Background: an optimization exercise with open tools, aiming at small area, a short achievable clock period and few clock cycles. Do not read the settings as production practice.
Only simulation tests tie the RTL to the original design; equivalence was not proved.

// idct_top
module idct_top (
	input  logic                 clock,
	input  logic                 resetn,
	input  logic                 start_i,
	input  logic [4:0]           block_row_i,
	input  logic [5:0]           block_col_i,
	input  sram_pkg::sram_data_t sram_read_data_i,
	output sram_pkg::sram_addr_t sram_address_o,
	output sram_pkg::sram_data_t sram_write_data_o,
	output logic                 sram_we_n_o,
	output logic                 done_o
);
export LEC_CHECK = 0
export CAP_MARGIN = 20
export CORE_MARGIN = 2
export CORE_UTILIZATION = 65
export CTS_CLUSTER_DIAMETER = 100
export CTS_CLUSTER_SIZE = 24
export SETUP_SLACK_MARGIN = 5
export SLEW_MARGIN = 20
create_clock -name core_clock -period 13.0 [get_ports {clock}]
standard.sh (not shown) runs the stock make flow with config.mk's settings and CLKGATE_MAP_FILE= SYNTH_SCRIPT=/design/flow/synth_recipe.tcl, a recipe that flattens the netlist after the stock synthesis.
==> flow/flow/run.sh <==
#!/bin/bash
# The standard layout (standard.sh: ORFS from synthesis to the final
# layout), with timing repair aiming for a setup slack well above zero so
# that the layout reaches a shorter period than the 13 ns it is signed off at.
bash standard.sh SETUP_SLACK_MARGIN=9.3 finish > standard.log 2>&1
Testbench counts at the start, summed over its fixed seeds: cycles 34,304.
Change:
--- a/flow/design.v
+++ b/flow/design.v
@@ -188,51 +188,50 @@
 			3'd5, 3'd7: lsel <= 2'b10;    
 			default:    lsel <= 2'b00;    
 		endcase
 		first <= ns_proc && ns_step[2:1] == 2'd0;
 		for (int x = 0; x < 4; x++)
 			flip[x] <= ns_proc && FLIP[8*x + ns_step];
 		cv_sub <= ns[3:0] == 4'd13 || ns[3:0] == 4'd15 || ns[3:0] == 4'd1 || ns[3:0] == 4'd3;
-		bshift <= !(ns[3:0] >= 4'd4 && ns[3:0] <= 4'd6 || ns[3:0] >= 4'd12 && ns[3:0] <= 4'd14);
+		bshift <= ns[3:0] == 4'd15 || ns[3:0] <= 4'd3 || (ns[3:0] >= 4'd8 && ns[3:0] <= 4'd11);
 	end
 	logic [23:0] x0, y0, z0, x1, y1, z1, x2, y2, z2, w2, x3, y3, z3;
-	logic        m3;
 	always_comb begin
 		x0 = sx << 11;
 		case (lsel)
-			2'b00:   begin y0 = ~(t5 << 3); z0 = 24'd0;   end
+			2'b00:   begin y0 = ~(t5 << 4); z0 = t5 << 3; end
 			2'b01:   begin y0 = ~(t5 << 5); z0 = sx << 2; end
 			default: begin y0 = ~(t5 << 7); z0 = t5 << 3; end
 		endcase
 		case (lsel)
 			2'b00:   begin x1 = t3 << 9; y1 = t5 << 5; z1 = t3 << 1; end
 			2'b01:   begin x1 = t3 << 8; y1 = t5 << 1; z1 = t5;      end
 			default: begin x1 = t3 << 8; y1 = t5 << 7; z1 = t5 << 3; end
 		endcase
 		case (lsel)
 			2'b00:   begin x2 = sx << 10; y2 = t3 << 5; z2 = sx << 4; w2 = sx;    end
 			2'b01:   begin x2 = t3 << 8;  y2 = t5 << 1; z2 = t5;      w2 = 24'd0; end
 			default: begin x2 = sx << 10; y2 = t3 << 7; z2 = t5 << 3; w2 = 24'd0; end
 		endcase
 		case (lsel)
-			2'b00:   begin x3 = t3 << 7;  y3 = t5 << 1; z3 = t5;         m3 = 1'b0; end
-			2'b01:   begin x3 = sx << 11; y3 = sx << 2; z3 = ~(t5 << 5); m3 = 1'b1; end
-			default: begin x3 = t3 << 8;  y3 = t5 << 7; z3 = t5 << 3;    m3 = 1'b0; end
+			2'b00:   begin x3 = t3 << 7;  y3 = sx << 4; z3 = ~sx;        end
+			2'b01:   begin x3 = sx << 11; y3 = sx << 2; z3 = ~(t5 << 5); end
+			default: begin x3 = sx << 11; y3 = t5 << 3; z3 = ~(t5 << 7); end
 		endcase
 	end
 	logic [23:0] r0, r1, r2, r3;
 	logic [23:0] u4, u5, u6, u7, v4, v5, v6, v7;
 	logic [23:0] au0, au1, au2, au3, av0, av1, av2, av3;
 	ring_csa3 u_c0 (.first_i(first), .f_i(flip[0]), .ka_i(1'b1), .kb_i(flip[0]), .r_i(r0),
 		.x_i(x0), .y_i(y0), .z_i(z0), .u_o(au0), .v_o(av0));
 	ring_csa3 u_c1 (.first_i(first), .f_i(flip[1]), .ka_i(flip[1]), .kb_i(1'b0), .r_i(r1),
 		.x_i(x1), .y_i(y1), .z_i(z1), .u_o(au1), .v_o(av1));
 	ring_csa4 u_c2 (.first_i(first), .f_i(flip[2]), .k_i(flip[2]), .r_i(r2),
 		.x_i(x2), .y_i(y2), .z_i(z2), .w_i(w2), .u_o(au2), .v_o(av2));
-	ring_csa3 u_c3 (.first_i(first), .f_i(1'b0), .ka_i(m3), .kb_i(1'b0), .r_i(r3),
+	ring_csa3 u_c3 (.first_i(first), .f_i(1'b0), .ka_i(1'b1), .kb_i(1'b0), .r_i(r3),
 		.x_i(x3), .y_i(y3), .z_i(z3), .u_o(au3), .v_o(av3));
 	logic [23:0] rs4, rs5, rs6, rs7;
 	bk_add #(.W(24)) u_m4 (.a_i(u4), .b_i(v4), .c_i(1'b0), .s_o(rs4));
 	bk_add #(.W(24)) u_m5 (.a_i(u5), .b_i(v5), .c_i(1'b0), .s_o(rs5));
 	bk_add #(.W(24)) u_m6 (.a_i(u6), .b_i(v6), .c_i(1'b0), .s_o(rs6));
 	bk_add #(.W(24)) u_m7 (.a_i(u7), .b_i(v7), .c_i(1'b0), .s_o(rs7));
 	always_ff @(posedge clock) begin
@@ -250,24 +249,25 @@
 		cb_u = cv_sub ? ~u4 : u6;
 		cb_v = cv_sub ? ~v4 : v6;
 		cp   = r0 ^ cb_u ^ cb_v;
 		cm   = (r0 & cb_u) | (r0 & cb_v) | (cb_u & cb_v);
 		cq   = {cm[22:0], cv_sub};
 		cv   = cp + cq + {23'd0, cv_sub};
 	end
-	logic [15:0] bq0, bq1, bq2, bq3, bq4;
+	logic [15:0] bq1, bq2, bq3, bq4, wd_q;
 	always_ff @(posedge clock) begin
 		if (bshift) begin
-			bq0 <= bq1; bq1 <= bq2; bq2 <= bq3; bq3 <= bq4;
+			bq1 <= bq2; bq2 <= bq3; bq3 <= bq4;
 			bq4 <= cv[23:8];
 		end
+		if (ns_wdir || ns[7])
+			wd_q <= cv[23:8];
+		else if (bshift)
+			wd_q <= bq1;
 	end
-	logic [15:0] wd_q;
-	always_ff @(posedge clock)
-		wd_q <= (ns_wdir || ns[7]) ? cv[23:8] : bq0;
 	assign sram_write_data_o = wd_q;
 endmodule
 module bk_add #(
 	parameter int W = 16
 ) (
 	input  logic [W-1:0] a_i,
 	input  logic [W-1:0] b_i,
Result: Global-route usage came out lower by 0.25 points. Critical path depth came out lower by 1. Via count came out lower by 1.3%. Routed wire length came out lower by about 1.6%. Setup slack loses 0.0093 ns. Maximum frequency hardly moves. Core utilization came out higher by 0.36 points.
Testbench counts after the change, summed over its fixed seeds: cycles 34,304.

-- separate check: timing with driven ports --
The flow's constraints put no driver on any port. The routed layouts listed below were extracted and timed again, unchanged, in two steps.
Step 1 sets driving cells, clkbuf_16 on the clock port and buf_2 on the other inputs (assumed; they add their load-dependent delay and slew).
Step 2 moves the port delays by t, midway between the first and last clock arrival at a register: inputs arrive t later, outputs are due t later. That takes back most of the time a late clock gives input paths.
Slacks: no drivers / after step 1 / after step 2; pairs: no drivers / after step 1.
run	shift t [ns]	setup slack, ns	worst setup path after step 2	clock arrival spread, ns	worst register clock-pin slew, ns
the first run	0.643	9.284 / 9.223 / 8.787	input to register	0.022 / 0.023	0.10 / 0.10
the second run	0.629	9.274 / 9.217 / 8.826	input to register	0.028 / 0.027	0.11 / 0.11
After both steps setup and hold are still met in every run listed. The setup slack of the first run, which loses most, moves by -0.061 ns with the drivers and by -0.497 ns with both steps.
